This is an optimization exercise on Yosys and OpenROAD, whose aim is small area, a short achievable clock period and few clock cycles per item, not a production implementation.
At most, simulation tests tie the RTL to the original design; equivalence was not proved.
The clock port is modelled as an ideal driver; clocking choices that lean on that would not hold on a real chip.

==> module afu_req_decode, before the edit <==
module afu_req_decode (
   input  logic                   i_clk,
   input  logic                   i_arst_n,
   input  logic                   i_req,
   input  logic [3-1:0]  i_req_pid,
   input  logic [1:0]             i_req_op,
   input  logic [4-1:0] i_req_addr,
   input  logic [64-1:0] i_req_wdata,
   output logic [2*4-1:0] o_word_wr,     
   output logic                   o_cnt_wr,          
   output logic [64-1:0] o_wdata_q,         
   output logic                   o_ack,
   output afu_region_pkg::afu_status_e o_status
);
   logic                      take;
   logic                      wr;
   logic [5-1:0] pid_is;
   logic [4-1:0]  addr_is;
   assign take = i_req && !o_ack;
   assign wr   = take && (i_req_op == 2'd1);
   for (genvar p = 0; p < 5; p++) begin : gen_pid
      assign pid_is[p] = (i_req_pid == 3'(p));
   end
   for (genvar a = 0; a < 4; a++) begin : gen_addr
      assign addr_is[a] = (i_req_addr == 4'(a));
   end
   for (genvar p = 0; p < 5; p++) begin : gen_port
      if (p == 1) begin : gen_lb
         for (genvar a = 0; a < 4; a++) begin : gen_word
            assign o_word_wr[4+a]  = wr && pid_is[p] && addr_is[a];
         end
      end else begin : gen_null
         localparam int S = (p == 0) ? 0 : p - 1;
         assign o_word_wr[S]  = wr && pid_is[p] && (i_req_addr == 4'h1);
      end
   end
   assign o_cnt_wr  = wr && pid_is[1];
   always_ff @(posedge i_clk or negedge i_arst_n) begin
      if (!i_arst_n) o_ack <= 1'b0;
      else           o_ack <= i_req;
   end
   always_ff @(posedge i_clk) begin
      if (i_req_pid >= 3'(5)) o_status <= afu_region_pkg::RSP_BAD_PID;
      else if (i_req_op[1])                         o_status <= afu_region_pkg::RSP_BAD_OP;
      else                                          o_status <= afu_region_pkg::RSP_OK;
      o_wdata_q <= i_req_wdata;
   end
endmodule
==> module afu_rsp_result, before the edit <==
module afu_rsp_result (
   input  logic                   i_clk,
   input  logic [3-1:0]  i_pid,
   input  logic [1:0]             i_op,
   input  logic [4-1:0] i_addr,
   input  logic [2*4-1:0] i_word_vld,
   input  logic [2*4*64-1:0] i_word,    
   input  logic [16-1:0] i_cnt,
   output logic [64-1:0] o_rdata
);
   localparam int SW = 16;
   for (genvar s = 0; s < 64 / SW; s++) begin : gen_slice
      logic                      rd;
      logic                      ahi0;
      logic                      ahi1;
      logic [3:0]                alo;
      logic [5-1:0] pid;
      logic                      null_pid;
      logic [2*4-1:0] word_sel;
      logic                      cnt_sel;
      logic                      hdr_sel;
      afu_rd_predec u_predec (
         .i_pid      (i_pid),
         .i_op       (i_op),
         .i_addr     (i_addr),
         .o_rd       (rd),
         .o_ahi0     (ahi0),
         .o_ahi1     (ahi1),
         .o_alo      (alo),
         .o_pid      (pid),
         .o_null_pid (null_pid)
      );
      for (genvar p = 0; p < 5; p++) begin : gen_port
         if (p == 1) begin : gen_lb
            for (genvar a = 0; a < 4; a++) begin : gen_word
               afu_and5 u_sel (
                  .i_a (rd),
                  .i_b (ahi0),
                  .i_c (alo[a]),
                  .i_d (pid[p]),
                  .i_e (i_word_vld[4+a]),
                  .o_y (word_sel[4+a])
               );
            end
         end else begin : gen_null
            localparam int S = (p == 0) ? 0 : p - 1;
            afu_and5 u_sel (
               .i_a (rd),
               .i_b (ahi0),
               .i_c (alo[4'h1]),
               .i_d (pid[p]),
               .i_e (i_word_vld[S]),
               .o_y (word_sel[S])
            );
         end
      end
      afu_and4 u_cnt_sel (
         .i_a (rd),
         .i_b (ahi1),
         .i_c (alo[4'h4 & 4'h3]),
         .i_d (pid[1]),
         .o_y (cnt_sel)
      );
      afu_and4 u_hdr_sel (
         .i_a (rd),
         .i_b (ahi0),
         .i_c (alo[4'h0]),
         .i_d (null_pid),
         .o_y (hdr_sel)
      );
      afu_rsp_slice #(
         .LO (s * SW),
         .W  (SW)
      ) u_slice (
         .i_clk      (i_clk),
         .i_word_sel (word_sel),
         .i_cnt_sel  (cnt_sel),
         .i_hdr_sel  (hdr_sel),
         .i_pid      (i_pid),
         .i_word     (i_word),
         .i_cnt      (i_cnt),
         .o_rdata    (o_rdata[s*SW +: SW])
      );
   end
endmodule
==> module afu_region_top, before the edit <==
module afu_region_top (
   input  logic                   i_clk,
   input  logic                   i_arst_n,
   input  logic                   i_req,
   input  logic [3-1:0]  i_req_pid,
   input  logic [1:0]             i_req_op,
   input  logic [4-1:0] i_req_addr,
   input  logic [64-1:0] i_req_wdata,
   output logic                   o_ack,
   output logic [64-1:0] o_rsp_rdata,
   output afu_region_pkg::afu_status_e            o_rsp_status
);
   logic [2*4-1:0] dec_word_wr;
   logic                       dec_cnt_wr;
   logic [64-1:0]     dec_wdata_q;
   logic                       dec_ack;
   afu_region_pkg::afu_status_e dec_status;
   logic [2*4*64-1:0] exe_word;
   logic [2*4-1:0] exe_word_vld;
   logic [16-1:0]   exe_cnt;
   afu_req_decode u_decode (
      .i_clk       (i_clk),
      .i_arst_n    (i_arst_n),
      .i_req       (i_req),
      .i_req_pid   (i_req_pid),
      .i_req_op    (i_req_op),
      .i_req_addr  (i_req_addr),
      .i_req_wdata (i_req_wdata),
      .o_word_wr   (dec_word_wr),
      .o_cnt_wr    (dec_cnt_wr),
      .o_wdata_q   (dec_wdata_q),
      .o_ack       (dec_ack),
      .o_status    (dec_status)
   );
   afu_port_execute u_execute (
      .i_clk      (i_clk),
      .i_arst_n   (i_arst_n),
      .i_word_wr  (dec_word_wr),
      .i_cnt_wr   (dec_cnt_wr),
      .i_wdata_q  (dec_wdata_q),
      .o_word     (exe_word),
      .o_word_vld (exe_word_vld),
      .o_cnt      (exe_cnt)
   );
   afu_rsp_result u_result (
      .i_clk      (i_clk),
      .i_pid      (i_req_pid),
      .i_op       (i_req_op),
      .i_addr     (i_req_addr),
      .i_word_vld (exe_word_vld),
      .i_word     (exe_word),
      .i_cnt      (exe_cnt),
      .o_rdata    (o_rsp_rdata)
   );
   assign o_ack        = dec_ack;
   assign o_rsp_status = dec_status;
endmodule
Settings: LEC_CHECK=0, CAP_MARGIN=20, CORE_MARGIN=2, CORE_UTILIZATION=65, CTS_CLUSTER_DIAMETER=100, CTS_CLUSTER_SIZE=30, PLACE_DENSITY=0.75, SETUP_SLACK_MARGIN=2.1, SLEW_MARGIN=20, SYNTH_HIERARCHICAL=1; clock period 4.0 ns.
standard.sh (not shown) runs the stock make flow with config.mk's settings and CLKGATE_MAP_FILE= SYNTH_SCRIPT=/design/flow/synth_recipe.tcl, a recipe that flattens the netlist after the stock synthesis.
==> flow/flow/run.sh <==
#!/bin/bash
set -euo pipefail
here=$(cd "$(dirname "${BASH_SOURCE[0]}")" && pwd)
export BUFFER_PORTS_ARGS="-buffer_cell sky130_fd_sc_hd__buf_2"
export POST_CTS_TCL="$here/post_cts.tcl"
bash standard.sh > standard.log 2>&1
==> flow/flow/post_cts.tcl <==
set block [ord::get_db_block]
set clk_net [$block findNet i_clk]
set removed 0
foreach it [$clk_net getITerms] {
  set inst [$it getInst]
  set master [[$inst getMaster] getName]
  if {![string match "sky130_fd_sc_hd__clkbuf_*" $master]} { continue }
  set out_net ""
  foreach oit [$inst getITerms] {
    if {[$oit isOutputSignal]} { set out_net [$oit getNet] }
  }
  if {$out_net eq ""} { continue }
  set loads {}
  set all_bufs 1
  foreach lit [$out_net getITerms] {
    if {[$lit getInst] eq $inst} { continue }
    lappend loads $lit
    if {![string match "sky130_fd_sc_hd__clkbuf_*" [[[$lit getInst] getMaster] getName]]} { set all_bufs 0 }
  }
  set port_pins [expr {[llength [$clk_net getITerms]] - 1 + [llength $loads]}]
  if {!$all_bufs || $port_pins > 4 || [llength [$out_net getBTerms]] > 0} { continue }
  puts "post_cts: removing clock root buffer [$inst getName] ($master), port now drives $port_pins pins"
  foreach lit $loads {
    $lit disconnect
    $lit connect $clk_net
  }
  $it disconnect
  odb::dbInst_destroy $inst
  odb::dbNet_destroy $out_net
  incr removed
  break
}
if {$removed} {
  estimate_parasitics -placement
  report_clock_skew
  report_worst_slack -max
  report_worst_slack -min
}
The starting point finished clean.
Testbench counts at the start, summed over its fixed seeds: cycles 6,400, items 3,200.
Edit:
--- a/flow/design.v
+++ b/flow/design.v
@@ -83,12 +83,12 @@
    output logic                   o_cnt_wr,          
    output logic [64-1:0] o_wdata_q,         
-   output logic                   o_ack,
    output afu_region_pkg::afu_status_e o_status
 );
+   logic                      ack_q;
    logic                      take;
    logic                      wr;
    logic [5-1:0] pid_is;
    logic [4-1:0]  addr_is;
-   assign take = i_req && !o_ack;
+   assign take = i_req && !ack_q;
    assign wr   = take && (i_req_op == 2'd1);
    for (genvar p = 0; p < 5; p++) begin : gen_pid
@@ -110,6 +110,6 @@
    assign o_cnt_wr  = wr && pid_is[1];
    always_ff @(posedge i_clk or negedge i_arst_n) begin
-      if (!i_arst_n) o_ack <= 1'b0;
-      else           o_ack <= i_req;
+      if (!i_arst_n) ack_q <= 1'b0;
+      else           ack_q <= i_req;
    end
    always_ff @(posedge i_clk) begin
@@ -229,4 +229,6 @@
 module afu_rsp_result (
    input  logic                   i_clk,
+   input  logic                   i_arst_n,
+   input  logic                   i_req,
    input  logic [3-1:0]  i_pid,
    input  logic [1:0]             i_op,
@@ -235,7 +237,12 @@
    input  logic [2*4*64-1:0] i_word,    
    input  logic [16-1:0] i_cnt,
+   output logic                   o_ack,
    output logic [64-1:0] o_rdata
 );
    localparam int SW = 16;
+   always_ff @(posedge i_clk or negedge i_arst_n) begin
+      if (!i_arst_n) o_ack <= 1'b0;
+      else           o_ack <= i_req;
+   end
    for (genvar s = 0; s < 64 / SW; s++) begin : gen_slice
       logic                      rd;
@@ -328,5 +335,4 @@
    logic                       dec_cnt_wr;
    logic [64-1:0]     dec_wdata_q;
-   logic                       dec_ack;
    afu_region_pkg::afu_status_e dec_status;
    logic [2*4*64-1:0] exe_word;
@@ -344,5 +350,4 @@
       .o_cnt_wr    (dec_cnt_wr),
       .o_wdata_q   (dec_wdata_q),
-      .o_ack       (dec_ack),
       .o_status    (dec_status)
    );
@@ -359,4 +364,6 @@
    afu_rsp_result u_result (
       .i_clk      (i_clk),
+      .i_arst_n   (i_arst_n),
+      .i_req      (i_req),
       .i_pid      (i_req_pid),
       .i_op       (i_req_op),
@@ -365,7 +372,7 @@
       .i_word     (exe_word),
       .i_cnt      (exe_cnt),
+      .o_ack      (o_ack),
       .o_rdata    (o_rsp_rdata)
    );
-   assign o_ack        = dec_ack;
    assign o_rsp_status = dec_status;
 endmodule
Outcome: Via count stays flat. Utilization is higher by 0.13 points. Critical path depth goes up by 6. Final cell count is about the same. Design area hardly moves. Sequential share of layout area is about the same. Flip-flop and latch count came out higher by 1.
No functional check of the RTL was part of the second run of this note.

static timing again, ports no longer ideal:
How much do the figures lean on ideal ports? The routed layouts below were timed once more, with nothing changed but the port constraints. Step 1 assumes that a clkbuf_16 drives the clock port and a buf_2 every other input. Step 2, shift: input delay + t, output delay - t, t = (earliest + latest rising clock arrival at the registers) / 2. This alone moves slack from input paths to output paths. Slacks: ideal / step 1 / step 2; pairs: ideal / step 1.
run | t, ns | setup WS [ns] | worst hold slack (ns) | slew at the worst register clock pin (ns) | worst slew at a driven data input, ns
the first run | 0.511 | 2.147 / 2.077 / 1.675 | 0.428 / 0.394 / 0.480 | 0.11 / 0.11 | 0.08
the second run | 0.512 | 2.126 / 2.092 / 1.591 | 0.434 / 0.390 / 0.474 | 0.11 / 0.11 | 0.08
After both steps setup and hold are still met in every run listed. For the second run, which loses most, drivers alone change the setup slack by -0.034 ns; drivers and shift together by -0.535 ns.
